Source: an optimization exercise on an open RTL-to-GDS flow (aim: small area). Production flows keep margins and buffers that such runs may drop.
Where RTL was checked, it was by simulation tests only, not by an equivalence proof against the original.
Only the layout flow was run in runs 3 to 5; the RTL was not checked for function there.
Power figures rest on the tool's default switching activity, not on a simulated workload.

==> flow/design.v <==
package aipPkg;
  localparam int DataWidth = 32;
  localparam int ConfigWidth = 5;
  localparam int MaxAddrWidth = 16;
  typedef logic [DataWidth-1:0] data_t;
  localparam data_t IpId = 32'h1000500A;
  typedef enum logic [ConfigWidth-1:0] {
    CodeMemInData  = 5'd0,
    CodeMemInAddr  = 5'd1,
    CodeMemOutData = 5'd2,
    CodeMemOutAddr = 5'd3,
    CodeConfData   = 5'd4,
    CodeConfAddr   = 5'd5,
    CodeStatus     = 5'd30,
    CodeId         = 5'd31
  } configCode_e;
  typedef enum logic [1:0] {
    SelMemOut = 2'd0,
    SelNone   = 2'd1,
    SelStatus = 2'd2,
    SelId     = 2'd3
  } readSel_e;
  localparam int StatusBusyBit = 0;
  localparam int StatusMaskBit = 8;
  localparam int StatusDoneBit = 16;
endpackage
`timescale 1ns/1ps
module aipDualPortRam #(
  parameter int AddrWidth = 5,
  localparam int Depth = 2**AddrWidth,
  localparam int Groups = Depth / 3,           
  localparam int Leaves = Groups + Depth % 3,  
  localparam int Parts = (Leaves + 3) / 4
) (
  input  logic                 clk,
  input  logic                 wrEn_i,
  input  logic [AddrWidth-1:0] wrAddr_i,
  input  aipPkg::data_t        wrData_i,
  input  logic [AddrWidth-1:0] rdAddr_i,
  output logic [Parts-1:0][aipPkg::DataWidth-1:0] rdPart_o
);
  logic [Depth-1:0][aipPkg::DataWidth-1:0] mem;
  logic [Depth-1:0] wrSel;
  logic [Depth-1:0] rdSel;
  aipDecoder #(.AddrWidth(AddrWidth)) wrDec_inst (
    .en_i  (wrEn_i),
    .addr_i(wrAddr_i),
    .sel_o (wrSel)
  );
  aipDecoder #(.AddrWidth(AddrWidth)) rdDec_inst (
    .en_i  (1'b1),
    .addr_i(rdAddr_i),
    .sel_o (rdSel)
  );
  always_ff @(posedge clk) begin
    for (int k = 0; k < Depth; k++) begin
      if (wrSel[k]) begin
        mem[k] <= wrData_i;
      end
    end
  end
  for (genvar b = 0; b < aipPkg::DataWidth; b++) begin : gen_bit
    logic [4*Parts-1:0] leafN;   
    for (genvar g = 0; g < Groups; g++) begin : gen_grp
      aipAoi222 aoi_inst (
        .a0(mem[3*g][b]),   .s0(rdSel[3*g]),
        .a1(mem[3*g+1][b]), .s1(rdSel[3*g+1]),
        .a2(mem[3*g+2][b]), .s2(rdSel[3*g+2]),
        .y_n(leafN[g])
      );
    end
    for (genvar r = 0; r < Depth % 3; r++) begin : gen_rest
      aipNand2 nand_inst (
        .a(mem[3*Groups+r][b]), .b(rdSel[3*Groups+r]),
        .y_n(leafN[Groups+r])
      );
    end
    for (genvar l = Leaves; l < 4*Parts; l++) begin : gen_pad
      assign leafN[l] = 1'b1;
    end
    for (genvar p = 0; p < Parts; p++) begin : gen_part
      if (4*p + 2 >= Leaves) begin : gen_two
        aipNand2 nand_inst (
          .a(leafN[4*p]), .b(leafN[4*p+1]),
          .y_n(rdPart_o[p][b])
        );
      end else if (4*p + 3 >= Leaves) begin : gen_three
        aipNand3 nand_inst (
          .a(leafN[4*p]), .b(leafN[4*p+1]), .c(leafN[4*p+2]),
          .y_n(rdPart_o[p][b])
        );
      end else begin : gen_four
        aipNand4 nand_inst (
          .a(leafN[4*p]), .b(leafN[4*p+1]), .c(leafN[4*p+2]), .d(leafN[4*p+3]),
          .y_n(rdPart_o[p][b])
        );
      end
    end
  end
endmodule
module aipDecoder #(
  parameter int AddrWidth = 5,
  localparam int Depth = 2**AddrWidth
) (
  input  logic                 en_i,
  input  logic [AddrWidth-1:0] addr_i,
  output logic [Depth-1:0]     sel_o
);
  always_comb begin
    for (int k = 0; k < Depth; k++) begin
      sel_o[k] = en_i && (addr_i == AddrWidth'(k));
    end
  end
endmodule
module aipAoi222 (
  input  logic a0, s0,
  input  logic a1, s1,
  input  logic a2, s2,
  output logic y_n
);
  assign y_n = ~((a0 & s0) | (a1 & s1) | (a2 & s2));
endmodule
module aipNand2 (
  input  logic a, b,
  output logic y_n
);
  assign y_n = ~(a & b);
endmodule
module aipNand3 (
  input  logic a, b, c,
  output logic y_n
);
  assign y_n = ~(a & b & c);
endmodule
module aipNand4 (
  input  logic a, b, c, d,
  output logic y_n
);
  assign y_n = ~(a & b & c & d);
endmodule
`timescale 1ns/1ps
module aipCtrl (
  input  logic        clk,
  input  logic        rst,
  input  logic        en_i,
  input  logic [4:0]  config_i,
  input  logic        write_i,
  input  logic        read_i,
  input  logic [5:0]  addr_i,
  output logic        memInWrEn_o,
  output logic [4:0]  memInWrAddr_o,
  output logic [5:0]  memOutRdAddr_o,
  output logic        confWrEn_o,
  output logic        confWrAddr_o,
  output logic        statusWrEn_o
);
  logic [4:0] memInPtr;
  logic [5:0] memOutPtr;
  logic       confPtr;
  assign memInWrEn_o  = write_i && (config_i == 5'd0);
  assign confWrEn_o   = write_i && (config_i == 5'd4);
  assign statusWrEn_o = write_i && (config_i == 5'd30);
  always_ff @(posedge clk or negedge rst) begin
    if (!rst) begin
      memInPtr <= '0;
    end else if (en_i) begin
      if (write_i && (config_i == 5'd1)) begin
        memInPtr <= addr_i[4:0];
      end else if (memInWrEn_o) begin
        memInPtr <= memInPtr + 5'd1;
      end
    end
  end
  always_ff @(posedge clk or negedge rst) begin
    if (!rst) begin
      memOutPtr <= '0;
    end else if (en_i) begin
      if (write_i && (config_i == 5'd3)) begin
        memOutPtr <= addr_i[5:0];
      end else if (read_i && (config_i == 5'd2)) begin
        memOutPtr <= memOutPtr + 6'd1;
      end
    end
  end
  always_ff @(posedge clk or negedge rst) begin
    if (!rst) begin
      confPtr <= 1'b0;
    end else if (en_i) begin
      if (write_i && (config_i == 5'd5)) begin
        confPtr <= addr_i[0];
      end else if (confWrEn_o) begin
        confPtr <= ~confPtr;
      end
    end
  end
  assign memInWrAddr_o  = memInPtr;
  assign memOutRdAddr_o = memOutPtr;
  assign confWrAddr_o   = confPtr;
endmodule
`timescale 1ns/1ps
module aipConfigBank (
  input  logic          clk,
  input  logic          rst,
  input  logic          wrEn_i,
  input  logic          wrAddr_i,
  input  aipPkg::data_t wrData_i,
  output logic [2*aipPkg::DataWidth-1:0] confData_o
);
  aipPkg::data_t conf0;
  aipPkg::data_t conf1;
  always_ff @(posedge clk or negedge rst) begin
    if (!rst) begin
      conf0 <= '0;
    end else if (wrEn_i && !wrAddr_i) begin
      conf0 <= wrData_i;
    end
  end
  always_ff @(posedge clk or negedge rst) begin
    if (!rst) begin
      conf1 <= '0;
    end else if (wrEn_i && wrAddr_i) begin
      conf1 <= wrData_i;
    end
  end
  assign confData_o = {conf1, conf0};
endmodule
`timescale 1ns/1ps
module aipReadback #(
  parameter int MemOutParts = 6
) (
  input  logic          clk,
  input  logic          rst,
  input  logic          statusWrEn_i,
  input  aipPkg::data_t data_i,
  input  logic [4:0]    config_i,
  input  logic [MemOutParts-1:0][aipPkg::DataWidth-1:0] memOutPart_i,   
  input  logic          coreBusy_i,
  input  logic          coreDone_i,
  output aipPkg::data_t dataOut_o,
  output logic          intAIP_o
);
  logic maskReg;
  logic doneReg;
  logic intReg;
  logic selMemOut;
  logic selStatus;
  logic selId;
  aipPkg::data_t memOutData;
  always_ff @(posedge clk or negedge rst) begin
    if (!rst) begin
      maskReg <= 1'b0;
    end else if (statusWrEn_i) begin
      maskReg <= data_i[aipPkg::StatusMaskBit];
    end
  end
  always_ff @(posedge clk or negedge rst) begin
    if (!rst) begin
      doneReg <= 1'b0;
    end else if (coreDone_i) begin
      doneReg <= 1'b1;   
    end else if (statusWrEn_i && data_i[aipPkg::StatusDoneBit]) begin
      doneReg <= 1'b0;
    end
  end
  always_ff @(posedge clk or negedge rst) begin
    if (!rst) begin
      intReg <= 1'b0;
    end else begin
      intReg <= doneReg & maskReg;
    end
  end
  assign intAIP_o = intReg;
  assign selMemOut = (config_i == aipPkg::CodeMemOutData);
  assign selStatus = (config_i == aipPkg::CodeStatus);
  assign selId     = (config_i == aipPkg::CodeId);
  always_comb begin
    memOutData = '0;
    for (int p = 0; p < MemOutParts; p++) begin
      memOutData = memOutData | memOutPart_i[p];
    end
    dataOut_o = ({aipPkg::DataWidth{selMemOut}} & memOutData)
              | ({aipPkg::DataWidth{selId}} & aipPkg::IpId);
    dataOut_o[aipPkg::StatusBusyBit] = dataOut_o[aipPkg::StatusBusyBit] | (selStatus & coreBusy_i);
    dataOut_o[aipPkg::StatusMaskBit] = dataOut_o[aipPkg::StatusMaskBit] | (selStatus & maskReg);
    dataOut_o[aipPkg::StatusDoneBit] = dataOut_o[aipPkg::StatusDoneBit] | (selStatus & doneReg);
  end
endmodule
`timescale 1ns/1ps
module aipWrapper (
  input  logic                       clk,
  input  logic                       rst,
  input  logic                       en_i,
  input  aipPkg::configCode_e        config_i,
  input  aipPkg::data_t              data_i,
  input  logic                       write_i,
  input  logic                       read_i,
  input  logic                       start_i,
  input  logic [4:0]                 memInRdAddr_i,
  input  logic                       memOutWrEn_i,
  input  logic [5:0]                 memOutWrAddr_i,
  input  aipPkg::data_t              memOutWrData_i,
  input  logic                       coreBusy_i,
  input  logic                       coreDone_i,
  output aipPkg::data_t              dataOut_o,
  output logic                       intAIP_o,
  output aipPkg::data_t              memInRdData_o,
  output logic [2*aipPkg::DataWidth-1:0] confData_o,
  output logic                       coreStart_o
);
  localparam int MemInParts  = 3;   
  localparam int MemOutParts = 6;   
  logic          memInWrEn;
  logic [4:0]    memInWrAddr;
  logic [5:0]    memOutRdAddr;
  logic          confWrEn;
  logic          confWrAddr;
  logic          statusWrEn;
  logic [MemInParts-1:0][aipPkg::DataWidth-1:0]  memInPart;
  logic [MemOutParts-1:0][aipPkg::DataWidth-1:0] memOutPart;
  assign coreStart_o = start_i;   
  aipCtrl ctrl_inst (
    .clk           (clk),
    .rst           (rst),
    .en_i          (en_i),
    .config_i      (config_i),
    .write_i       (write_i),
    .read_i        (read_i),
    .addr_i        (data_i[5:0]),
    .memInWrEn_o   (memInWrEn),
    .memInWrAddr_o (memInWrAddr),
    .memOutRdAddr_o(memOutRdAddr),
    .confWrEn_o    (confWrEn),
    .confWrAddr_o  (confWrAddr),
    .statusWrEn_o  (statusWrEn)
  );
  aipDualPortRam #(
    .AddrWidth(5)
  ) memIn_inst (
    .clk     (clk),
    .wrEn_i  (memInWrEn),
    .wrAddr_i(memInWrAddr),
    .wrData_i(data_i),
    .rdAddr_i(memInRdAddr_i),
    .rdPart_o(memInPart)
  );
  always_comb begin
    memInRdData_o = '0;
    for (int p = 0; p < MemInParts; p++) begin
      memInRdData_o = memInRdData_o | memInPart[p];
    end
  end
  aipDualPortRam #(
    .AddrWidth(6)
  ) memOut_inst (
    .clk     (clk),
    .wrEn_i  (memOutWrEn_i),
    .wrAddr_i(memOutWrAddr_i),
    .wrData_i(memOutWrData_i),
    .rdAddr_i(memOutRdAddr),
    .rdPart_o(memOutPart)
  );
  aipConfigBank confBank_inst (
    .clk       (clk),
    .rst       (rst),
    .wrEn_i    (confWrEn),
    .wrAddr_i  (confWrAddr),
    .wrData_i  (data_i),
    .confData_o(confData_o)
  );
  aipReadback #(
    .MemOutParts(MemOutParts)
  ) readback_inst (
    .clk         (clk),
    .rst         (rst),
    .statusWrEn_i(statusWrEn),
    .data_i      (data_i),
    .config_i    (config_i),
    .memOutPart_i(memOutPart),
    .coreBusy_i  (coreBusy_i),
    .coreDone_i  (coreDone_i),
    .dataOut_o   (dataOut_o),
    .intAIP_o    (intAIP_o)
  );
endmodule
==> flow/flow/run.sh <==
#!/bin/bash
export BUFFER_PORTS_ARGS="-buffer_cell sky130_fd_sc_hd__buf_1"
export CTS_ARGS="-sink_clustering_enable -repair_clock_nets -dont_use_dummy_load -buf_list {sky130_fd_sc_hd__clkbuf_8 sky130_fd_sc_hd__clkbuf_16} -sink_clustering_buffer sky130_fd_sc_hd__clkbuf_8 -sink_clustering_size 18 -sink_clustering_max_diameter 50"
export PRE_RESIZE_TCL="$PWD/flow/rm_place_buffers.tcl"
export RECOVER_POWER=100
bash standard.sh > standard.log 2>&1
==> flow/flow/rm_place_buffers.tcl <==
# Drop the buffers that timing-driven global placement inserted while the
# placement was still spread out; repair_design re-buffers on the final one.
set place_bufs [get_cells -quiet place*]
puts "Removing [llength $place_bufs] global-placement buffers"
if { [llength $place_bufs] > 0 } {
  remove_buffers $place_bufs
}
==> flow/standard.sh <==
#!/bin/bash
# synth_recipe.tcl (not shown) runs the flow's synth.tcl, then flattens the netlist and writes it again
# the make line also repeats each setting of config.mk as NAME=value (left out here)
make -C /OpenROAD-flow-scripts/flow DESIGN_CONFIG=/design/flow/config.mk WORK_HOME=/design/flow/orfs CLKGATE_MAP_FILE= SYNTH_SCRIPT=/design/flow/synth_recipe.tcl "${@:-finish}"
==> flow/config.mk <==
export PLATFORM = sky130hd
export DESIGN_NAME = aipWrapper
export DESIGN_NICKNAME = aipWrapper
export VERILOG_FILES = /design/flow/design.v
export SDC_FILE = /design/flow/constraint.sdc
export NUM_CORES = 4
export LEC_CHECK = 0
export CAP_MARGIN = 10
export CORE_MARGIN = 2
export CORE_UTILIZATION = 80
export SLEW_MARGIN = 10
export SYNTH_HIERARCHICAL = 1
export SYNTH_MINIMUM_KEEP_SIZE = 0
==> flow/constraint.sdc <==
create_clock -name core_clock -period 10.0 [get_ports {clk}]
set_input_delay 2.0000 -clock core_clock [delete_from_list [all_inputs] [get_ports {clk}]]
set_output_delay 2.0000 -clock core_clock [all_outputs]
set_load 0.01 [all_outputs]
==> impl_metrics.json, run 1 <==
{
  "status": "finished with violations",
  "failed_checks": "capacitance limit, slew limit",
  "nets": 5490,
  "drv_cap": 128,
  "design_power_total_mw": 21.13,
  "worstSetupEndpointType": "output port",
  "ir_worst_vdd_mv": 0.1969,
  "core_sq_um": 137000,
  "grt_start_max_net_pins": 80,
  "crit_family": "simple AND/OR/NAND/NOR gates",
  "cp.depth": 7,
  "drc_errors": 0,
  "synthCells": 5103,
  "pg_comb_mw": 0.827,
  "max_stage_delay_ns": 1.46,
  "r2r-start": "ctrl_inst.memInPtr[4]",
  "ios": 219,
  "clockBufferDepth": 3,
  "period_minus_slack_ns": 8.972,
  "finalClockSkew_ns": 0.03096,
  "p_per_area_nw_per_um2": 179.5,
  "holdPathStages": 1,
  "antenna_found_initial": 16,
  "grtUsageTotal": 0.4425,
  "p_switching_mw": 4.341,
  "die_area_sq_um": 140400,
  "start_util": 0.8024,
  "finalMaxSlewViolations": 3143,
  "cpMaxStageDelayCell": "nor4_1",
  "cts_setup_buffers": 0,
  "p_leak_nw": 35.51,
  "max_freq_ghz": 0.1115,
  "hp-start": "readback_inst.doneReg",
  "p_seq_frac": 0.695,
  "switching_share": 0.2054,
  "clkPwrFrac": 0.266,
  "critPathBufInv": 1,
  "syn_avg_cell_area_sq_um": 21.54,
  "synth-edff-count": 3072,
  "first_iter_violations": 16075,
  "syn_area_sq_um": 109900,
  "clkLatencyLatePin_ns": 0.82,
  "holdBufCountCts": 0,
  "cts_htree_levels": 4,
  "seq_area_frac_synth": 0.8573,
  "rows": 136,
  "drt.antenna.violating_nets": 0,
  "power-top-group": "sequential cells",
  "numClockSinks": 3151,
  "tightest_slew_ns": 4.034,
  "dp.cells": 6964,
  "internal-power_mw": 16.79,
  "grt_overflow_total": 0,
  "p_seq_mw": 14.7,
  "crit_path_start": "ctrl_inst.memOutPtr[4]",
  "min_to": "readback_inst.doneReg",
  "wl_per_cell_microns": 43.07,
  "die_y_microns": 374.7,
  "grt_first_pass_wirelength_mm": 430.7,
  "tns_ns": 0,
  "instances_no_fill": 7207,
  "whs_ns": 0.5094,
  "holdCritPathClass": "reg2reg",
  "cts_resized": 0,
  "gp_congestion": 0.9097,
  "fill_cells": 5494,
  "setup_violations": 0,
  "grt_pass1_vias": 58951,
  "synthFlopType": "edfxtp_1",
  "period_share": 0.8972,
  "syn_to_final_growth_pct": 7.107,
  "r2r_end": "memIn_inst.mem[19]",
  "drive_above_1_share": 0.08690,
  "yosysUniqueCellTypes": 56,
  "dr.pass1.iters": 14,
  "root_buffer": "clkbuf_16",
  "clk_pin_slew_ns": 0.11,
  "hpwl_mm": 178.1,
  "pg_clk_mw": 5.62,
  "multi_input_area_sq_um": 16130,
  "chipWidth_microns": 374.7,
  "crit_path_end": "dataOut_o[19]",
  "regArea_sq_um": 94230,
  "portBuffers": 216,
  "cp_max_fo": 19,
  "hold_viol_final": 0,
  "r2r_cells": 3,
  "start_kind": "register",
  "vias": 62530,
  "rsz0062_at_grt": "no",
  "cts_tree": "yes",
  "r2r_slack_ns": 5.41,
  "wl_mm": 310.4,
  "cts_inserted_buffers": 206,
  "slew_headroom": -1.699,
  "synth-async-reset-ratio": 0.02507,
  "worstSetupPathType": "reg2out",
  "synth_seq_cells": 3151,
  "cp_cell_sequence": "or3b_1, nor2_1, clkbuf_1, a222oi_1, nand4_1, nor4_1, a21oi_2",
  "comb_power_share": 0.039,
  "yosys_warnings": 14,
  "via_per_inst": 8.676,
  "worstPathRequired_ns": 8.00,
  "arrival_ns": 6.97
}
-- registers in the layout, indices dropped and copies added, names as in the netlist --
name	count
ctrl_inst.confPtr	1
ctrl_inst.memInPtr	5
memIn_inst.mem	1024
readback_inst.maskReg	1
ctrl_inst.memOutPtr	6
readback_inst.intReg	1
readback_inst.doneReg	1
confBank_inst.conf0	32
memOut_inst.mem	2048
confBank_inst.conf1	32
-- metal layers --
| layer | GRT usage | share of wire |
|---|---|---|
| met1 | 0.5796 | 0.29 |
| met2 | 0.6644 | 0.46 |
| met3 | 0.1312 | 0.17 |
| met4 | 0.2847 | 0.081 |
| met5 | 0 | 0.000042 |
-- layout by cell type, fill, tap and decap left out, types with 7 or more instances in the layout --
| cell type | netlist | final |
|---|---|---|
| clkbuf_8 | 0 | 189 |
| a21oi_2 | 20 | 17 |
| nand2_1 | 140 | 140 |
| buf_12 | 0 | 14 |
| a21oi_1 | 8 | 11 |
| a222oi_1 | 992 | 992 |
| dfrtp_1 | 79 | 79 |
| nor2_4 | 0 | 94 |
| buf_16 | 0 | 54 |
| nand4bb_1 | 18 | 18 |
| or3_1 | 33 | 33 |
| o21ai_0 | 4 | 8 |
| edfxtp_1 | 3072 | 3072 |
| mux2_2 | 59 | 63 |
| diode_2 | 0 | 16 |
| or4_1 | 9 | 9 |
| conb_1 | 2 | 12 |
| nand4b_1 | 14 | 14 |
| nand4_1 | 261 | 261 |
| nor2_1 | 223 | 129 |
| nor4_1 | 24 | 21 |
| or4b_1 | 6 | 9 |
| clkbuf_16 | 0 | 17 |
| clkbuf_1 | 22 | 41 |
| nor3_1 | 12 | 12 |
| buf_8 | 1 | 7 |
| nand3_1 | 8 | 8 |
-- final cells by class --
cell class              instances  share of cell area
flip-flops and latches       3151              0.8004
clock buffers                 206             0.02571
diodes                         16           0.0003401
multi-input cells            1917              0.1370
repair buffers                117             0.01725
well taps                    1794             0.01907
inverters                       6           0.0001913
-- modules after synthesis, one instance, submodules excluded, a selection --
| module | times used | area [sq um] | cells |
|---|---|---|---|
| aipCtrl | 1 | 840.8 | 91 |
| aipConfigBank | 1 | 2426 | 137 |
| aipWrapper | 1 | 207.7 | 33 |
| aipNand2 | 128 | 3.754 | 1 |
| aipNand4 | 256 | 6.256 | 1 |
| aipAoi222 | 992 | 10.01 | 1 |
-- cells by family after synthesis --
logic type      Yosys count  share of synthesized area
compound gates         1047                    0.09405
simple gates            784                    0.03843
mux                      72                   0.007593
other cells               2                 0.00006833
fa+ha+maj                 2                  0.0002276
flops                  3151                     0.8573
buf+inv                  45                   0.002322
-- through the flow --
stage	setup WS (ns)	utilization	instance area, sq um
5_1_grt	1.100	0.8591	117700
6_report	1.028	0.8594	117700
3_3_place_gp	3.178	0.8438	115600
4_1_cts	2.482	0.8672	118800
3_5_place_dp	3.356	0.8451	115800
2_1_floorplan	3.951	-	109900
-- how the worst max path moves through the flow --
stage / to / cells after the start / slack (ns)
detailed placement: memInRdData_o[10] / 6 / 3.36
CTS: dataOut_o[1] / 7 / 2.48
floorplan: memInRdData_o[0] / 5 / 3.95
global placement: memInRdData_o[8] / 8 / 3.18
-- power by group through the flow --
stage / combinational [mW] / sequential (mW) / clock, mW
after CTS: 0.817 / 14.7 / 5.60
after detailed placement: 0.814 / 15.0 / 0
after global placement: 1.10 / 14.9 / 0
after floorplan: 0.347 / 14.9 / 0
-- synth_stat cells (8+ instances only) --
master	instances	area, sq um
a21oi_2	20	175.2
a222oi_1	992	9930
nand3_1	8	40.04
nand4bb_1	18	202.7
nor2_1	223	837.1
nand4b_1	14	122.6
mux2_4	8	120.1
edfxtp_1	3072	92250
nand2_1	140	525.5
or4_1	9	67.56
buf_6	8	90.09
or3_1	33	206.5
mux2_2	59	664.4
dfrtp_1	79	1977
nor3_1	12	60.06
clkbuf_1	22	82.58
nor4_1	24	150.1
nand4_1	261	1633
a21oi_1	8	40.04
==> run 2: changes to the inputs <==
==> flow/flow/run.sh (replaced) <==
#!/bin/bash
export BUFFER_PORTS_ARGS="-buffer_cell sky130_fd_sc_hd__buf_1"
export CTS_ARGS="-sink_clustering_enable -repair_clock_nets -dont_use_dummy_load -buf_list {sky130_fd_sc_hd__clkbuf_8 sky130_fd_sc_hd__clkbuf_16} -sink_clustering_buffer sky130_fd_sc_hd__clkbuf_8 -sink_clustering_size 18 -sink_clustering_max_diameter 50"
export PRE_RESIZE_TCL="$PWD/flow/rm_place_buffers.tcl"
bash standard.sh > standard.log 2>&1
--- a/flow/config.mk
+++ b/flow/config.mk
@@ -8,5 +8,5 @@
 export CAP_MARGIN = 10
 export CORE_MARGIN = 2
-export CORE_UTILIZATION = 80
+export CORE_UTILIZATION = 70
 export SLEW_MARGIN = 10
 export SYNTH_HIERARCHICAL = 1
==> run 2 against run 1 <==
  * The run now finishes clean
  * First-iteration DRC count shrank 15%
  * Area after synthesis is the same
  * Core utilization shrank 9.4 points
  * Register-to-register slack gained 2.0 ns
  * Critical path depth is the same
  * Cell count grew 3.6%
  * Setup slack gained 1.0 ns
  * Global-route usage shrank 6.2 points
  * Critical path type unchanged
  * Highest routed layer unchanged
==> impl_metrics.json, run 2 <==
{
  "top_regs": "memOut_inst.mem (2048), memIn_inst.mem (1024)",
  "cts_inserted_buffers": 214,
  "synth.area.top_cells": "edfxtp_1 84%, a222oi_1 9.0%, dfrtp_1 1.8%, nand4_1 1.5%, nor2_1 0.76%",
  "root_buffer": "clkbuf_16",
  "p_leak_nw": 35.79,
  "synthFlopType": "edfxtp_1",
  "tightest_slew_ns": 1.415,
  "start_util": 0.7044,
  "numClockSinks": 3151,
  "yosysMostFrequentCell": "edfxtp_1",
  "start_kind": "register",
  "yosysTopAreaCell": "edfxtp_1",
  "clkLatencyLatePin_ns": 0.80,
  "slew_headroom": 0.04795,
  "wl_mm": 306.3,
  "tns_ns": 0,
  "hold_viol_final": 0,
  "drive_above_1_share": 0.1174,
  "cp_max_fo": 32,
  "yosysUniqueCellTypes": 56,
  "drc_errors": 0,
  "dr.pass1.iters": 14,
  "mostFrequentLayoutCells": "3072 x edfxtp_1, 992 x a222oi_1, 261 x nand4_1",
  "grt_pass1_vias": 56950,
  "worstSetupPathType": "reg2out",
  "rsz0062_at_grt": "no",
  "status": "timing/DRC/antenna clean",
  "rows": 145,
  "holdCritPathClass": "reg2reg",
  "yosys_warnings": 14,
  "synthCells": 5103,
  "max_freq_ghz": 0.1261,
  "first_iter_violations": 13708,
  "chipWidth_microns": 400.3,
  "synth-edff-count": 3072,
  "clk_pin_slew_ns": 0.10,
  "setup_violations": 0,
  "cts_htree_levels": 4,
  "arrival_ns": 5.93,
  "syn_avg_cell_area_sq_um": 21.54,
  "gp_congestion": 0.8851,
  "syn_to_final_growth_pct": 8.645,
  "worstSetupEndpointType": "output port",
  "drv_cap": 0,
  "grtUsageTotal": 0.3810,
  "portBuffers": 216,
  "top_register": "memOut_inst.mem",
  "cts_setup_buffers": 0,
  "critPathBufInv": 0,
  "die_area_sq_um": 160200,
  "period_minus_slack_ns": 7.933,
  "ios": 219,
  "finalClockSkew_ns": 0.05230,
  "core_sq_um": 156000,
  "max_stage_delay_ns": 0.93,
  "hpwl_mm": 175.7,
  "seq_area_frac_synth": 0.8573,
  "fill_cells": 8360,
  "worstPathRequired_ns": 8.00,
  "cts_tree": "yes",
  "vias": 60127,
  "ir_worst_vdd_mv": 0.1870,
  "synth_top_area_frac": 0.8393,
  "largest_register_ffs": 2048,
  "via_per_inst": 8.057,
  "clockBufferDepth": 3,
  "grt_overflow_total": 0,
  "nets": 5492,
  "synth_seq_cells": 3151,
  "drt.antenna.violating_nets": 0,
  "wl_per_cell_microns": 41.04,
  "p_per_area_nw_per_um2": 178.3,
  "grt_first_pass_wirelength_mm": 426.9,
  "synth_common_cells": "3072 x edfxtp_1, 992 x a222oi_1, 261 x nand4_1",
  "finalMaxSlewViolations": 0,
  "final_common_cell": "edfxtp_1",
  "whs_ns": 0.5106,
  "cp_cell_sequence": "nand4bb_1, nor2_4, a222oi_1, nand4_1, or4_1, nor3_1, o2bb2ai_1",
  "grt_start_max_net_pins": 80,
  "holdBufCountCts": 0,
  "die_y_microns": 400.3,
  "cts_resized": 0,
  "crit_family": "simple AND/OR/NAND/NOR gates",
  "syn_area_sq_um": 109900,
  "period_share": 0.7933,
  "synth-async-reset-ratio": 0.02507,
  "antenna_found_initial": 13,
  "cpMaxStageDelayCell": "nor3_1"
}
==> run 2: final timing paths <==
path | start | slack, ns | cells past startpoint | endpoint
max | ctrl_inst.memOutPtr[0] | 2.07 | 7 | dataOut_o[0]
min | readback_inst.doneReg | 0.51 | 1 | readback_inst.doneReg
max reg2reg | ctrl_inst.memInPtr[0] | 7.37 | 2 | memIn_inst.mem[628]
min reg2reg | readback_inst.doneReg | 0.51 | 1 | readback_inst.doneReg
max in group asynchronous | rst | 8.79 | 0 | confBank_inst.conf1[16]
min in group asynchronous | rst | 0.89 | 0 | confBank_inst.conf1[4]
==> run 2: cells by family (layout without fill, tap and decap cells) <==
| family | Yosys count | count (layout) | share of synthesized area |
|---|---|---|---|
| flops | 3151 | 3151 | 0.8573 |
| compound gates | 1047 | 1047 | 0.09405 |
| simple gates | 784 | 784 | 0.03843 |
| mux | 72 | 72 | 0.007593 |
| buf+inv | 45 | 331 | 0.002322 |
| fa+ha+maj | 2 | 2 | 0.0002276 |
| other cells | 2 | 18 | 0.00006833 |
==> run 2: through the flow <==
step | total power, mW | util | cell area, sq um | setup WS, ns | cells
after floorplan | 15.29 | - | 109900 | 3.951 | 5113
after global placement | 16.09 | 0.7446 | 116200 | 3.082 | 7580
after detailed placement | 15.80 | 0.7430 | 115900 | 3.372 | 7228
after CTS | 21.28 | 0.7631 | 119100 | 2.591 | 7442
after global routing | 21.76 | 0.7652 | 119400 | 2.124 | 7457
final | 21.29 | 0.7653 | 119400 | 2.067 | 7463
==> run 2: layout make-up <==
cell class	count	area, sq um	area share
repair buffers	111	2445	0.02047
diodes	6	15.01	0.0001257
multi-input cells	1917	16990	0.1423
well taps	2058	2575	0.02156
inverters	6	22.52	0.0001886
clock buffers	214	3137	0.02627
flip-flops and latches	3151	94230	0.7891
==> run 2: layer usage <==
layer	vias to the layer above	track usage	wire length (microns)
met1	30433	0.5169	101000
met2	5083	0.5909	144900
met4	12	0.2018	18910
met5	-	0	78
li1	23904	-	-
met3	695	0.08476	41390
==> run 2: where the power goes <==
group,internal (mW),switching [mW]
sequential,14.6,0.108
combinational,0.213,0.640
clock,2.08,3.67
==> run 2: Yosys stat by module (local to each module, per instance), a selection <==
module | cell area, sq um | copies in the design
aipCtrl | 840.8 | 1
aipConfigBank | 2426 | 1
aipWrapper | 207.7 | 1
aipAoi222 | 10.01 | 992
aipNand4 | 6.256 | 256
aipNand2 | 3.754 | 128
==> run 3: changes to the inputs <==
--- a/flow/design.v
+++ b/flow/design.v
@@ -31,5 +31,7 @@
   localparam int Groups = Depth / 3,           
   localparam int Leaves = Groups + Depth % 3,  
-  localparam int Parts = (Leaves + 3) / 4
+  localparam int Parts = (Leaves + 3) / 4,
+  localparam int Slices = 4,                    
+  localparam int SliceWidth = aipPkg::DataWidth / Slices
 ) (
   input  logic                 clk,
@@ -41,20 +43,38 @@
 );
   logic [Depth-1:0][aipPkg::DataWidth-1:0] mem;
-  logic [Depth-1:0] wrSel;
-  logic [Depth-1:0] rdSel;
-  aipDecoder #(.AddrWidth(AddrWidth)) wrDec_inst (
+  logic [Slices-1:0][Depth-1:0] wrSel;
+  logic [Slices-1:0][Depth-1:0] rdSel;
+  logic [(2**(AddrWidth-3))-1:0] wrHiN, rdHiN;
+  logic [7:0]                    wrLoN, rdLoN;
+  aipPredecoder #(.AddrWidth(AddrWidth)) wrPre_inst (
     .en_i  (wrEn_i),
     .addr_i(wrAddr_i),
-    .sel_o (wrSel)
+    .hiN_o (wrHiN),
+    .loN_o (wrLoN)
   );
-  aipDecoder #(.AddrWidth(AddrWidth)) rdDec_inst (
+  aipPredecoder #(.AddrWidth(AddrWidth)) rdPre_inst (
     .en_i  (1'b1),
     .addr_i(rdAddr_i),
-    .sel_o (rdSel)
+    .hiN_o (rdHiN),
+    .loN_o (rdLoN)
   );
+  for (genvar s = 0; s < Slices; s++) begin : gen_slice
+    aipSelect #(.AddrWidth(AddrWidth)) wrSel_inst (
+      .hiN_i(wrHiN),
+      .loN_i(wrLoN),
+      .sel_o(wrSel[s])
+    );
+    aipSelect #(.AddrWidth(AddrWidth)) rdSel_inst (
+      .hiN_i(rdHiN),
+      .loN_i(rdLoN),
+      .sel_o(rdSel[s])
+    );
+  end
   always_ff @(posedge clk) begin
     for (int k = 0; k < Depth; k++) begin
-      if (wrSel[k]) begin
-        mem[k] <= wrData_i;
+      for (int s = 0; s < Slices; s++) begin
+        if (wrSel[s][k]) begin
+          mem[k][s*SliceWidth +: SliceWidth] <= wrData_i[s*SliceWidth +: SliceWidth];
+        end
       end
     end
@@ -64,7 +84,7 @@
     for (genvar g = 0; g < Groups; g++) begin : gen_grp
       aipAoi222 aoi_inst (
-        .a0(mem[3*g][b]),   .s0(rdSel[3*g]),
-        .a1(mem[3*g+1][b]), .s1(rdSel[3*g+1]),
-        .a2(mem[3*g+2][b]), .s2(rdSel[3*g+2]),
+        .a0(mem[3*g][b]),   .s0(rdSel[b/SliceWidth][3*g]),
+        .a1(mem[3*g+1][b]), .s1(rdSel[b/SliceWidth][3*g+1]),
+        .a2(mem[3*g+2][b]), .s2(rdSel[b/SliceWidth][3*g+2]),
         .y_n(leafN[g])
       );
@@ -72,5 +92,5 @@
     for (genvar r = 0; r < Depth % 3; r++) begin : gen_rest
       aipNand2 nand_inst (
-        .a(mem[3*Groups+r][b]), .b(rdSel[3*Groups+r]),
+        .a(mem[3*Groups+r][b]), .b(rdSel[b/SliceWidth][3*Groups+r]),
         .y_n(leafN[Groups+r])
       );
@@ -99,15 +119,32 @@
   end
 endmodule
-module aipDecoder #(
+module aipPredecoder #(
+  parameter int AddrWidth = 5
+) (
+  input  logic                          en_i,
+  input  logic [AddrWidth-1:0]          addr_i,
+  output logic [(2**(AddrWidth-3))-1:0] hiN_o,
+  output logic [7:0]                    loN_o
+);
+  always_comb begin
+    for (int h = 0; h < 2**(AddrWidth-3); h++) begin
+      hiN_o[h] = !(en_i && (addr_i[AddrWidth-1:3] == (AddrWidth-3)'(h)));
+    end
+    for (int l = 0; l < 8; l++) begin
+      loN_o[l] = !(addr_i[2:0] == 3'(l));
+    end
+  end
+endmodule
+module aipSelect #(
   parameter int AddrWidth = 5,
   localparam int Depth = 2**AddrWidth
 ) (
-  input  logic                 en_i,
-  input  logic [AddrWidth-1:0] addr_i,
-  output logic [Depth-1:0]     sel_o
+  input  logic [(2**(AddrWidth-3))-1:0] hiN_i,
+  input  logic [7:0]                    loN_i,
+  output logic [Depth-1:0]              sel_o
 );
   always_comb begin
     for (int k = 0; k < Depth; k++) begin
-      sel_o[k] = en_i && (addr_i == AddrWidth'(k));
+      sel_o[k] = !(hiN_i[k / 8] || loN_i[k % 8]);
     end
   end
==> run 3 against run 2 <==
  * Critical path type unchanged
  * Die area increased by 3.2%
  * Clock skew decreased by 0.015 ns
  * Combinational power is 18% higher
  * Worst hold slack improved by 0.049 ns
  * Fmax increased by 3.6%
  * Largest cell class unchanged
  * Wire length is 6.1% lower
  * Area after synthesis increased by 3.3%
==> impl_metrics.json, run 3 <==
{
  "holdBufCountCts": 0,
  "ir_worst_vdd_mv": 0.2523,
  "yosys_warnings": 16,
  "synthFlopType": "edfxtp_1",
  "p_per_area_nw_per_um2": 179.8,
  "ios": 219,
  "period_minus_slack_ns": 7.659,
  "dr.pass1.iters": 17,
  "synth_top_area_frac": 0.8128,
  "fin_ws_ns": 2.341,
  "wl_per_cell_microns": 35.51,
  "gp_congestion": 0.9643,
  "top_register": "memOut_inst.mem",
  "drive_above_1_share": 0.07156,
  "cts_inserted_buffers": 214,
  "yosysMostFrequentCell": "edfxtp_1",
  "vias": 63122,
  "cpMaxStageDelayCell": "or3b_2",
  "synth-async-reset-ratio": 0.02507,
  "mostFrequentLayoutCells": "3072 x edfxtp_1, 992 x a222oi_1, 795 x nor2_1",
  "period_share": 0.7659,
  "hpwl_mm": 177.8,
  "cp_cell_sequence": "or3b_2, nor2_1, a222oi_1, nand4_1, or4_1, nor3_1, o2bb2ai_1",
  "r2r_slack_ns": 7.27,
  "top_regs": "memOut_inst.mem (2048), memIn_inst.mem (1024)",
  "grt_overflow_total": 0,
  "tightest_slew_ns": 1.341,
  "yosysUniqueCellTypes": 54,
  "rsz0062_at_grt": "no",
  "start_util": 0.7060,
  "holdCritPathClass": "reg2reg",
  "cts_setup_buffers": 0,
  "finalClockSkew_ns": 0.03730,
  "numClockSinks": 3151,
  "worstPathRequired_ns": 8.00,
  "nets": 6032,
  "start_kind": "register",
  "cts_htree_levels": 4,
  "grt_pass1_vias": 59685,
  "p_leak_nw": 35.94,
  "synth.area.top_cells": "edfxtp_1 81%, a222oi_1 8.7%, nor2_1 2.6%, dfrtp_1 1.7%, nand4_1 1.4%",
  "dp_slack_ns": 3.292,
  "antenna_found_initial": 5,
  "worstSetupPathType": "reg2out",
  "syn_to_final_growth_pct": 5.039,
  "drv_cap": 0,
  "synth_seq_cells": 3151,
  "synth-edff-count": 3072,
  "grt_start_max_net_pins": 80,
  "cts_tree": "yes",
  "first_iter_violations": 13574,
  "drc_errors": 0,
  "via_per_inst": 7.792,
  "wl_mm": 287.7,
  "max_stage_delay_ns": 1.07,
  "die_area_sq_um": 165400,
  "setup_violations": 0,
  "syn_avg_cell_area_sq_um": 19.54,
  "root_buffer": "clkbuf_16",
  "arrival_ns": 5.66,
  "die_y_microns": 406.7,
  "clk_pin_slew_ns": 0.11,
  "hold_viol_final": 0,
  "chipWidth_microns": 406.7,
  "yosysTopAreaCell": "edfxtp_1",
  "final_common_cell": "edfxtp_1",
  "synth_common_cells": "3072 x edfxtp_1, 992 x a222oi_1, 795 x nor2_1",
  "core_sq_um": 160800,
  "clkLatencyLatePin_ns": 0.83,
  "tns_ns": 0,
  "drt.antenna.violating_nets": 0,
  "whs_ns": 0.5601,
  "worstSetupEndpointType": "output port",
  "syn_area_sq_um": 113500,
  "seq_area_frac_synth": 0.8303,
  "portBuffers": 216,
  "grtUsageTotal": 0.3461,
  "finalMaxSlewViolations": 0,
  "crit_family": "simple AND/OR/NAND/NOR gates",
  "clockBufferDepth": 3,
  "grt_first_pass_wirelength_mm": 411.6,
  "critPathBufInv": 0,
  "max_freq_ghz": 0.1306,
  "status": "timing/DRC/antenna clean",
  "cp_max_fo": 32,
  "slew_headroom": 0.1058,
  "largest_register_ffs": 2048,
  "synthCells": 5807,
  "rows": 147,
  "cts_resized": 0
}
==> run 3: cell types whose count changed after synthesis, moves of 4 or more <==
cell       previous run  this run
clkbuf_1             22         1
o21ai_0               4         9
nand4b_1             14         6
or4b_4                5         0
nand3_1               8        12
nand3b_1              4        18
or3b_1                2         8
buf_6                 8       119
or3_1                33        37
nand2_1             140       133
or3b_2                0         6
buf_4                 2        49
nand4bb_1            18         6
nor2_1              223       795
==> run 3: logic make-up (layout without fill, tap and decap cells) <==
| group | Yosys count | count (layout) | synth area share |
|---|---|---|---|
| compound gates | 1052 | 1052 | 0.09143 |
| fa+ha+maj | 2 | 2 | 0.0002205 |
| buf+inv | 182 | 304 | 0.01566 |
| mux | 73 | 73 | 0.007420 |
| flops | 3151 | 3151 | 0.8303 |
| simple gates | 1345 | 1345 | 0.05495 |
| other cells | 2 | 14 | 0.00006617 |
==> run 3: routing by layer <==
| metal | wire, microns | GRT usage | vias up |
|---|---|---|---|
| met2 | 134300 | 0.5271 | 4897 |
| met5 | 34 | 0 | - |
| met4 | 11530 | 0.1270 | 4 |
| li1 | - | - | 25581 |
| met3 | 37070 | 0.07422 | 632 |
| met1 | 104800 | 0.5053 | 32008 |
==> run 3: cell type report <==
type | instances | area, sq um
sequential | 3151 | 94230
fill | 9325 | 41540
multi-input combinational | 2484 | 17680
clock buffer | 214 | 3137
tap | 2160 | 2703
timing repair buffer | 82 | 1425
inverter | 8 | 30.03
antenna | 2 | 5.005
==> run 3: path summary, 6_finish.rpt <==
kind | start | endpoint | depth (start not counted)
min | readback_inst.doneReg | readback_inst.doneReg | 1
max in group asynchronous | rst | confBank_inst.conf0[18] | 0
min reg2reg | readback_inst.doneReg | readback_inst.doneReg | 1
max | ctrl_inst.memOutPtr[2] | dataOut_o[16] | 7
min in group asynchronous | rst | confBank_inst.conf0[5] | 0
max reg2reg | ctrl_inst.memInPtr[0] | memIn_inst.mem[551] | 2
==> run 3: stage by stage <==
step / power, mW / instance area, sq um / util / cells
after global routing: 21.94 / 119200 / 0.7416 / 8100
after CTS: 21.47 / 119200 / 0.7415 / 8099
final: 21.43 / 119200 / 0.7416 / 8101
after global placement: 16.17 / 116200 / 0.7230 / 8124
after floorplan: 15.47 / 113500 / - / 5817
after detailed placement: 15.96 / 116100 / 0.7220 / 7885
==> run 3: per-module statistics from Yosys, one instance, submodules excluded, excerpt <==
module	times used	flops+latches
aipAoi222	992	0
aipConfigBank	1	64
aipCtrl	1	12
aipNand2	128	0
aipNand4	256	0
aipWrapper	1	0
==> run 3: power breakdown <==
part           switching, mW  internal (mW)
Combinational          0.725          0.286
Clock                   3.67           2.08
Sequential             0.104           14.6
Total                   4.49           16.9
==> run 4: changes to the inputs <==
--- a/flow/design.v
+++ b/flow/design.v
@@ -32,5 +32,5 @@
   localparam int Leaves = Groups + Depth % 3,  
   localparam int Parts = (Leaves + 3) / 4,
-  localparam int Slices = 4,                    
+  localparam int Slices = 2,                    
   localparam int SliceWidth = aipPkg::DataWidth / Slices
 ) (
==> flow/flow/run.sh (replaced) <==
#!/bin/bash
export BUFFER_PORTS_ARGS="-buffer_cell sky130_fd_sc_hd__buf_1"
export CTS_ARGS="-sink_clustering_enable -repair_clock_nets -dont_use_dummy_load -buf_list {sky130_fd_sc_hd__clkbuf_8 sky130_fd_sc_hd__clkbuf_16} -sink_clustering_buffer sky130_fd_sc_hd__clkbuf_8 -sink_clustering_size 18 -sink_clustering_max_diameter 50"
export PRE_RESIZE_TCL="$PWD/flow/rm_place_buffers.tcl"
bash standard.sh "DONT_USE_CELLS=sky130_fd_sc_hd__probe_p_8 sky130_fd_sc_hd__probec_p_8 sky130_fd_sc_hd__lpflow_bleeder_1 sky130_fd_sc_hd__lpflow_clkbufkapwr_1 sky130_fd_sc_hd__lpflow_clkbufkapwr_16 sky130_fd_sc_hd__lpflow_clkbufkapwr_2 sky130_fd_sc_hd__lpflow_clkbufkapwr_4 sky130_fd_sc_hd__lpflow_clkbufkapwr_8 sky130_fd_sc_hd__lpflow_clkinvkapwr_1 sky130_fd_sc_hd__lpflow_clkinvkapwr_16 sky130_fd_sc_hd__lpflow_clkinvkapwr_2 sky130_fd_sc_hd__lpflow_clkinvkapwr_4 sky130_fd_sc_hd__lpflow_clkinvkapwr_8 sky130_fd_sc_hd__lpflow_decapkapwr_12 sky130_fd_sc_hd__lpflow_decapkapwr_3 sky130_fd_sc_hd__lpflow_decapkapwr_4 sky130_fd_sc_hd__lpflow_decapkapwr_6 sky130_fd_sc_hd__lpflow_decapkapwr_8 sky130_fd_sc_hd__lpflow_inputiso0n_1 sky130_fd_sc_hd__lpflow_inputiso0p_1 sky130_fd_sc_hd__lpflow_inputiso1n_1 sky130_fd_sc_hd__lpflow_inputiso1p_1 sky130_fd_sc_hd__lpflow_inputisolatch_1 sky130_fd_sc_hd__lpflow_isobufsrc_1 sky130_fd_sc_hd__lpflow_isobufsrc_16 sky130_fd_sc_hd__lpflow_isobufsrc_2 sky130_fd_sc_hd__lpflow_isobufsrc_4 sky130_fd_sc_hd__lpflow_isobufsrc_8 sky130_fd_sc_hd__lpflow_isobufsrckapwr_16 sky130_fd_sc_hd__lpflow_lsbuf_lh_hl_isowell_tap_1 sky130_fd_sc_hd__lpflow_lsbuf_lh_hl_isowell_tap_2 sky130_fd_sc_hd__lpflow_lsbuf_lh_hl_isowell_tap_4 sky130_fd_sc_hd__lpflow_lsbuf_lh_isowell_4 sky130_fd_sc_hd__lpflow_lsbuf_lh_isowell_tap_1 sky130_fd_sc_hd__lpflow_lsbuf_lh_isowell_tap_2 sky130_fd_sc_hd__lpflow_lsbuf_lh_isowell_tap_4 sky130_fd_sc_hd__buf_6 sky130_fd_sc_hd__buf_8 sky130_fd_sc_hd__buf_12 sky130_fd_sc_hd__buf_16" finish > standard.log 2>&1
--- a/flow/config.mk
+++ b/flow/config.mk
@@ -6,8 +6,8 @@
 export NUM_CORES = 4
 export LEC_CHECK = 0
-export CAP_MARGIN = 10
+export CAP_MARGIN = 15
 export CORE_MARGIN = 2
 export CORE_UTILIZATION = 70
-export SLEW_MARGIN = 10
+export SLEW_MARGIN = 15
 export SYNTH_HIERARCHICAL = 1
 export SYNTH_MINIMUM_KEEP_SIZE = 0
==> run 4 against run 3 <==
  * Synthesized cell count fell by 8.0%
  * Clock power fell by 0.7%
  * Count of clock-buffer cells in the layout fell by 1
  * Fmax rose by 1.7%
  * Flip-flop and latch count did not move
  * Non-clock buffer count rose by 123
  * First-iteration DRC count fell by 6.8%
  * Power fell by 1.4%
  * Worst hold slack got worse by 0.027 ns
  * Global-route usage rose by 0.48 points
  * Die area fell by 2.2%
==> impl_metrics.json, run 4 <==
{
  "syn_avg_cell_area_sq_um": 20.77,
  "grt_pass1_vias": 56905,
  "synth_seq_cells": 3151,
  "grt_first_pass_wirelength_mm": 405.2,
  "top_register": "memOut_inst.mem",
  "max_freq_ghz": 0.1328,
  "vias": 61045,
  "yosys_warnings": 16,
  "hold_viol_final": 0,
  "start_kind": "register",
  "hpwl_mm": 181.9,
  "fill_cells": 8881,
  "clkLatencyLatePin_ns": 0.82,
  "cts_inserted_buffers": 213,
  "cts_resized": 0,
  "grtUsageTotal": 0.3509,
  "seq_area_frac_synth": 0.8492,
  "yosysTopAreaCell": "edfxtp_1",
  "tns_ns": 0,
  "worstPathRequired_ns": 8.00,
  "setup_violations": 0,
  "dr.pass1.iters": 17,
  "top_regs": "memOut_inst.mem (2048), memIn_inst.mem (1024)",
  "chipWidth_microns": 402.1,
  "synthFlopType": "edfxtp_1",
  "antenna_found_initial": 8,
  "portBuffers": 216,
  "clk_pin_slew_ns": 0.11,
  "numClockSinks": 3151,
  "root_buffer": "clkbuf_16",
  "worstSetupEndpointType": "output port",
  "largest_register_ffs": 2048,
  "grt_overflow_total": 0,
  "rsz0062_at_grt": "no",
  "finalClockSkew_ns": 0.05675,
  "p_per_area_nw_per_um2": 178.2,
  "drv_cap": 0,
  "die_y_microns": 402.1,
  "yosysMostFrequentCell": "edfxtp_1",
  "final_common_cell": "edfxtp_1",
  "core_sq_um": 157800,
  "cp_cell_sequence": "or3b_2, nor2_1, a222oi_1, nand4_1, nor4_1, a21oi_1",
  "syn_to_final_growth_pct": 6.862,
  "wl_mm": 287.1,
  "synth.area.top_cells": "edfxtp_1 83%, a222oi_1 8.9%, dfrtp_1 1.8%, nand4_1 1.5%, nor2_1 1.4%",
  "clockBufferDepth": 3,
  "synth-edff-count": 3072,
  "nets": 5767,
  "worstSetupPathType": "reg2out",
  "holdCritPathClass": "reg2reg",
  "p_leak_nw": 35.97,
  "status": "timing/DRC/antenna clean",
  "slew_headroom": 0.1366,
  "design_power_total_mw": 21.13,
  "arrival_ns": 5.53,
  "grt_start_max_net_pins": 80,
  "syn_area_sq_um": 111000,
  "synth_common_cells": "3072 x edfxtp_1, 992 x a222oi_1, 412 x nor2_1",
  "synth_top_area_frac": 0.8314,
  "gp_congestion": 0.9820,
  "rows": 146,
  "cts_setup_buffers": 0,
  "finalMaxSlewViolations": 0,
  "die_area_sq_um": 161700,
  "period_minus_slack_ns": 7.532,
  "cpMaxStageDelayCell": "or3b_2",
  "via_per_inst": 7.877,
  "yosysUniqueCellTypes": 51,
  "start_util": 0.7030,
  "drt.antenna.violating_nets": 0,
  "holdBufCountCts": 0,
  "synthCells": 5342,
  "drive_above_1_share": 0.1493,
  "ios": 219,
  "max_stage_delay_ns": 0.98,
  "ir_worst_vdd_mv": 0.1836,
  "cts_tree": "yes",
  "cts_htree_levels": 4,
  "tightest_slew_ns": 1.290,
  "drc_errors": 0,
  "synth-async-reset-ratio": 0.02507,
  "wl_per_cell_microns": 37.04,
  "period_share": 0.7532,
  "cp_max_fo": 16,
  "first_iter_violations": 12645,
  "mostFrequentLayoutCells": "3072 x edfxtp_1, 992 x a222oi_1, 332 x nor2_2"
}
==> run 4: kinds of logic (layout without fill, tap and decap cells) <==
logic type,after synthesis,after routing,share of synthesized area
compound gates,1050,1050,0.09264
other cells,2,16,0.00006769
mux,74,74,0.008435
buf+inv,100,422,0.006157
flops,3151,3151,0.8492
fa+ha+maj,2,2,0.0002255
simple gates,963,963,0.04322
==> run 4: per-stage QoR <==
step | std cells | setup WS, ns | hold WS (ns) | utilization | instance area, sq um
after floorplan | 5352 | 4.465 | 0.4643 | - | 111000
after global placement | 7970 | 3.157 | 0.4839 | 0.7448 | 117600
after detailed placement | 7529 | 3.354 | 0.4930 | 0.7306 | 115300
after CTS | 7742 | 2.608 | 0.5264 | 0.7504 | 118400
after global routing | 7746 | 2.528 | 0.5465 | 0.7511 | 118600
final | 7750 | 2.468 | 0.5327 | 0.7512 | 118600
==> run 4: cell type report <==
type | count | area (sq um) | share of cell area
clock buffers | 213 | 3123 | 0.02634
inverters | 4 | 15.01 | 0.0001266
well taps | 2072 | 2592 | 0.02187
flip-flops and latches | 3151 | 94230 | 0.7947
repair buffers | 205 | 1600 | 0.01350
multi-input cells | 2101 | 17000 | 0.1434
diodes | 4 | 10.01 | 0.00008442
==> run 4: routing by layer <==
layer	wire, microns	global-route usage
met3	39960	0.08978
met2	134000	0.5396
met4	10710	0.1102
met1	102400	0.5061
met5	54	0
==> run 4: Yosys stat by module, one instance, submodules excluded, a selection <==
module | flops+latches | cell area (sq um) | cells
aipConfigBank | 64 | 2542 | 137
aipNand2 | 0 | 3.754 | 1
aipCtrl | 12 | 852.1 | 90
aipNand4 | 0 | 6.256 | 1
aipWrapper | 0 | 207.7 | 33
aipAoi222 | 0 | 10.01 | 1
==> run 4: worst max-delay path, delay by kind of cell (launching register included) <==
kind             cells  cell delay [ns]
AO/OA/AOI/OAI        2             1.08
flip-flops           1             0.60
AND/OR/NAND/NOR      4             3.05
==> run 4: final timing paths <==
kind | start | endpoint | slack [ns] | cells past startpoint
worst min register to register | readback_inst.doneReg | readback_inst.doneReg | 0.53 | 1
worst max-delay path | ctrl_inst.memOutPtr[2] | dataOut_o[27] | 2.47 | 6
worst max register to register | ctrl_inst.memInPtr[2] | memIn_inst.mem[170] | 7.09 | 2
min in group asynchronous | rst | confBank_inst.conf1[1] | 0.87 | 0
max in group asynchronous | rst | confBank_inst.conf1[22] | 8.80 | 0
worst min-delay path | readback_inst.doneReg | readback_inst.doneReg | 0.53 | 1
==> run 4: report_power, final <==
| part | leakage [nW] | internal (mW) | switching [mW] |
|---|---|---|---|
| Combinational | 5.69 | 0.194 | 0.572 |
| Sequential | 28.7 | 14.6 | 0.0956 |
| Clock | 1.62 | 2.07 | 3.63 |
==> run 5: changes to the inputs <==
--- a/flow/design.v
+++ b/flow/design.v
@@ -32,5 +32,5 @@
   localparam int Leaves = Groups + Depth % 3,  
   localparam int Parts = (Leaves + 3) / 4,
-  localparam int Slices = 2,                    
+  localparam int Slices = 4,                    
   localparam int SliceWidth = aipPkg::DataWidth / Slices
 ) (
==> flow/flow/run.sh (replaced) <==
#!/bin/bash
export BUFFER_PORTS_ARGS="-buffer_cell sky130_fd_sc_hd__buf_1"
export CTS_ARGS="-sink_clustering_enable -repair_clock_nets -dont_use_dummy_load -buf_list {sky130_fd_sc_hd__clkbuf_8 sky130_fd_sc_hd__clkbuf_16} -sink_clustering_buffer sky130_fd_sc_hd__clkbuf_8 -sink_clustering_size 22 -sink_clustering_max_diameter 45"
export PRE_RESIZE_TCL="$PWD/flow/rm_place_buffers.tcl"
bash standard.sh "DONT_USE_CELLS=sky130_fd_sc_hd__probe_p_8 sky130_fd_sc_hd__probec_p_8 sky130_fd_sc_hd__lpflow_bleeder_1 sky130_fd_sc_hd__lpflow_clkbufkapwr_1 sky130_fd_sc_hd__lpflow_clkbufkapwr_16 sky130_fd_sc_hd__lpflow_clkbufkapwr_2 sky130_fd_sc_hd__lpflow_clkbufkapwr_4 sky130_fd_sc_hd__lpflow_clkbufkapwr_8 sky130_fd_sc_hd__lpflow_clkinvkapwr_1 sky130_fd_sc_hd__lpflow_clkinvkapwr_16 sky130_fd_sc_hd__lpflow_clkinvkapwr_2 sky130_fd_sc_hd__lpflow_clkinvkapwr_4 sky130_fd_sc_hd__lpflow_clkinvkapwr_8 sky130_fd_sc_hd__lpflow_decapkapwr_12 sky130_fd_sc_hd__lpflow_decapkapwr_3 sky130_fd_sc_hd__lpflow_decapkapwr_4 sky130_fd_sc_hd__lpflow_decapkapwr_6 sky130_fd_sc_hd__lpflow_decapkapwr_8 sky130_fd_sc_hd__lpflow_inputiso0n_1 sky130_fd_sc_hd__lpflow_inputiso0p_1 sky130_fd_sc_hd__lpflow_inputiso1n_1 sky130_fd_sc_hd__lpflow_inputiso1p_1 sky130_fd_sc_hd__lpflow_inputisolatch_1 sky130_fd_sc_hd__lpflow_isobufsrc_1 sky130_fd_sc_hd__lpflow_isobufsrc_16 sky130_fd_sc_hd__lpflow_isobufsrc_2 sky130_fd_sc_hd__lpflow_isobufsrc_4 sky130_fd_sc_hd__lpflow_isobufsrc_8 sky130_fd_sc_hd__lpflow_isobufsrckapwr_16 sky130_fd_sc_hd__lpflow_lsbuf_lh_hl_isowell_tap_1 sky130_fd_sc_hd__lpflow_lsbuf_lh_hl_isowell_tap_2 sky130_fd_sc_hd__lpflow_lsbuf_lh_hl_isowell_tap_4 sky130_fd_sc_hd__lpflow_lsbuf_lh_isowell_4 sky130_fd_sc_hd__lpflow_lsbuf_lh_isowell_tap_1 sky130_fd_sc_hd__lpflow_lsbuf_lh_isowell_tap_2 sky130_fd_sc_hd__lpflow_lsbuf_lh_isowell_tap_4 sky130_fd_sc_hd__buf_6 sky130_fd_sc_hd__buf_8 sky130_fd_sc_hd__buf_12 sky130_fd_sc_hd__buf_16" finish > standard.log 2>&1
==> run 5 against run 4 <==
  * Cell area is 0.26% higher
  * Core utilization is 1.0 points lower
  * Flip-flop and latch count stayed put
  * Worst hold slack better by 0.050 ns
  * Sequential power hardly changed
  * Die area is 1.7% higher
  * Clock power is 4.2% higher
  * Critical path type unchanged
  * Non-clock buffer count is 136 lower
  * Global-route usage is 0.42 points lower
==> impl_metrics.json, run 5 <==
{
  "top_regs": "memOut_inst.mem (2048), memIn_inst.mem (1024)",
  "cp_max_fo": 32,
  "synthXorXnorAreaFrac": 0,
  "synth_compound_area_frac": 0.09110,
  "cts_resized": 0,
  "start_util": 0.7040,
  "syn_to_final_growth_pct": 5.277,
  "postLayoutCoreUtil": 0.7412,
  "nets": 6042,
  "syn_avg_cell_area_sq_um": 19.44,
  "drc_errors": 0,
  "grtUsageTotal": 0.3467,
  "clk_pin_slew_ns": 0.11,
  "grt_start_max_net_pins": 80,
  "seq_area_frac_synth": 0.8345,
  "synth_top_area_frac": 0.8170,
  "design_power_total_mw": 21.58,
  "worstPathRequired_ns": 8.00,
  "synth_common_cells": "3072 x edfxtp_1, 992 x a222oi_1, 795 x nor2_1",
  "setup_violations": 0,
  "hpwl_mm": 178.3,
  "synth-edff-count": 3072,
  "yosysTopAreaCell": "edfxtp_1",
  "core_sq_um": 160400,
  "numClockSinks": 3151,
  "tightest_slew_ns": 1.305,
  "grt_pass1_vias": 59395,
  "ir_worst_vdd_mv": 0.1998,
  "wl_mm": 287.7,
  "synth_seq_cells": 3151,
  "slew_headroom": 0.1274,
  "wl_per_cell_microns": 35.47,
  "holdBufCountCts": 0,
  "syn_area_sq_um": 112900,
  "top_register": "memOut_inst.mem",
  "drive_above_1_share": 0.06858,
  "gp_congestion": 0.9727,
  "arrival_ns": 5.38,
  "grt_overflow_total": 0,
  "synth-async-reset-ratio": 0.02507,
  "dr.pass1.iters": 15,
  "fill_cells": 9279,
  "ios": 219,
  "synthCells": 5807,
  "period_share": 0.7384,
  "first_iter_violations": 13653,
  "final_common_cell": "edfxtp_1",
  "tns_ns": 0,
  "antenna_found_initial": 7,
  "yosysUniqueCellTypes": 50,
  "finalClockSkew_ns": 0.06147,
  "drt.antenna.violating_nets": 0,
  "synth_mux_area_frac": 0.008189,
  "portBuffers": 216,
  "root_buffer": "clkbuf_16",
  "vias": 62848,
  "synth_top_family_by_area": "compound AO/OA/AOI/OAI gates",
  "cts_tree": "yes",
  "clockBufferDepth": 3,
  "yosys_warnings": 16,
  "hold_viol_final": 0,
  "clkLatencyLatePin_ns": 0.84,
  "rsz0062_at_grt": "no",
  "drv_cap": 0,
  "synth_adder_area_share": 0.0002216,
  "cts_setup_buffers": 0,
  "synthFlopType": "edfxtp_1",
  "finalMaxSlewViolations": 0,
  "p_per_area_nw_per_um2": 181.6,
  "yosysMostFrequentCell": "edfxtp_1",
  "mostFrequentLayoutCells": "3072 x edfxtp_1, 992 x a222oi_1, 795 x nor2_1",
  "yosys.area_share.simple": 0.05521,
  "synth.area.top_cells": "edfxtp_1 82%, a222oi_1 8.8%, nor2_1 2.6%, dfrtp_1 1.8%, nand4_1 1.4%",
  "chipWidth_microns": 405.6,
  "p_leak_nw": 35.90,
  "die_area_sq_um": 164500,
  "die_y_microns": 405.6,
  "cts_htree_levels": 4,
  "worstSetupPathType": "reg2out",
  "start_kind": "register",
  "period_minus_slack_ns": 7.384,
  "via_per_inst": 7.748,
  "max_freq_ghz": 0.1354,
  "status": "timing/DRC/antenna clean",
  "largest_register_ffs": 2048,
  "cts_inserted_buffers": 237,
  "worstSetupEndpointType": "output port",
  "holdCritPathClass": "reg2reg",
  "rows": 147,
  "grt_first_pass_wirelength_mm": 409.3
}
run 5: power breakdown:
part	internal (mW)	switching (mW)
Sequential	14.6	0.101
Combinational	0.251	0.723
Clock	2.27	3.66
Total	17.1	4.49
run 5: logic make-up (layout without fill, tap and decap cells):
group,Yosys count,in the layout
AO/OA/AOI/OAI,1052,1052
multiplexers,73,73
adder cells (fa/ha/maj),2,2
flip-flops,3151,3151
AND/OR/NAND/NOR,1345,1345
buffers and inverters,182,314
other,2,14
run 5: through the flow:
| stage | hold slack (ns) | setup slack [ns] | std cells | instance area, sq um |
|---|---|---|---|---|
| 2_1_floorplan | 0.4643 | 4.585 | 5817 | 112900 |
| 6_report | 0.5828 | 2.616 | 8111 | 118900 |
| 4_1_cts | 0.5865 | 2.799 | 8109 | 118900 |
| 3_5_place_dp | 0.5678 | 3.018 | 7872 | 115400 |
| 5_1_grt | 0.5999 | 2.600 | 8109 | 118900 |
| 3_3_place_gp | 0.4880 | 2.923 | 8126 | 116400 |
run 5: layout make-up:
type | instances | area, sq um | share of cell area
Sequential cell | 3151 | 94230 | 0.7927
Multi-Input combinational cell | 2484 | 17690 | 0.1488
Clock buffer | 237 | 3453 | 0.02905
Tap cell | 2160 | 2703 | 0.02274
Timing Repair Buffer | 69 | 763.2 | 0.006421
Inverter | 8 | 30.03 | 0.0002526
Antenna cell | 2 | 5.005 | 0.00004210
run 5: per-module statistics from Yosys (local to each module, per instance), a selection:
module | copies in the design | cells | flops+latches | area [sq um]
aipWrapper | 1 | 33 | 0 | 207.7
aipConfigBank | 1 | 137 | 64 | 2542
aipCtrl | 1 | 91 | 12 | 849.6
aipNand2 | 128 | 1 | 0 | 3.754
aipNand4 | 256 | 1 | 0 | 6.256
aipAoi222 | 992 | 1 | 0 | 10.01
run 5: worst paths after layout:
| kind | startpoint | slack [ns] | cells past startpoint | to |
|---|---|---|---|---|
| setup / recovery | ctrl_inst.memOutPtr[2] | 2.62 | 7 | dataOut_o[28] |
| hold / removal | confBank_inst.conf0[28] | 0.58 | 1 | confBank_inst.conf0[28] |
| setup reg to reg | ctrl_inst.memInPtr[0] | 7.16 | 2 | memIn_inst.mem[509] |
| hold reg to reg | confBank_inst.conf0[28] | 0.58 | 1 | confBank_inst.conf0[28] |
| max in group asynchronous | rst | 8.90 | 0 | confBank_inst.conf1[17] |
| min in group asynchronous | rst | 0.87 | 0 | confBank_inst.conf0[21] |
run 5: critical path, cell delays in order, from the launching register on:
cell      delay [ns]
dfrtp_1         0.56
or3b_4          1.13
nor2_1          0.43
a222oi_1        0.61
nand4_1         0.25
or4_1           0.64
nor3_1          0.40
o21ai_0         0.53
run 5: layer usage:
| layer | vias to the layer above | share of wire | routed length [microns] | track usage |
|---|---|---|---|---|
| met5 | - | 0.00019 | 56 | 0 |
| met4 | 8 | 0.036 | 10340 | 0.1146 |
| met3 | 614 | 0.13 | 38530 | 0.07538 |
| met2 | 5147 | 0.47 | 134500 | 0.5340 |
| met1 | 31481 | 0.36 | 104300 | 0.5050 |
| li1 | 25598 | - | - | - |

==> port drivers added, routing unchanged <==
Ports are ideal in the flow. The routed layouts listed here were re-timed in OpenROAD. Step 1 assumes that a clkbuf_16 drives the clock port and a buf_2 every other input. Step 2 times the ports against the registers' clock, not the clock port: input delays grow and output delays shrink by t, the midpoint of the rising clock arrivals with the driver on. a / b / c = ideal ports / drivers / drivers and shift; a / b = the first two.
run | shift t [ns] | setup WS [ns] | hold WS [ns] | clock arrival spread, ns | worst data-port slew with drivers (ns) | max-slew violations | max-capacitance violations
run 1 | 0.885 | 1.028 / 0.935 / 1.683 | 0.509 / 0.509 / 0.509 | 0.063 / 0.063 | 2.06 | 3143 / 3320 | 128 / 130
run 2 | 0.867 | 2.067 / 1.979 / 2.845 | 0.511 / 0.511 / 0.511 | 0.069 / 0.069 | 2.25 | 0 / 210 | 0 / 3
run 3 | 0.888 | 2.341 / 2.255 / 3.143 | 0.560 / 0.560 / 0.560 | 0.070 / 0.070 | 2.18 | 0 / 80 | 0 / 1
run 4 | 0.879 | 2.468 / 2.377 / 3.103 | 0.533 / 0.533 / 0.533 | 0.068 / 0.068 | 1.92 | 0 / 80 | 0 / 1
run 5 | 0.899 | 2.616 / 2.528 / 3.063 | 0.583 / 0.583 / 0.583 | 0.076 / 0.076 | 2.10 | 0 / 80 | 0 / 1
With drivers on, slew violations rise in every run listed. With drivers on, capacitance violations rise in every run listed.
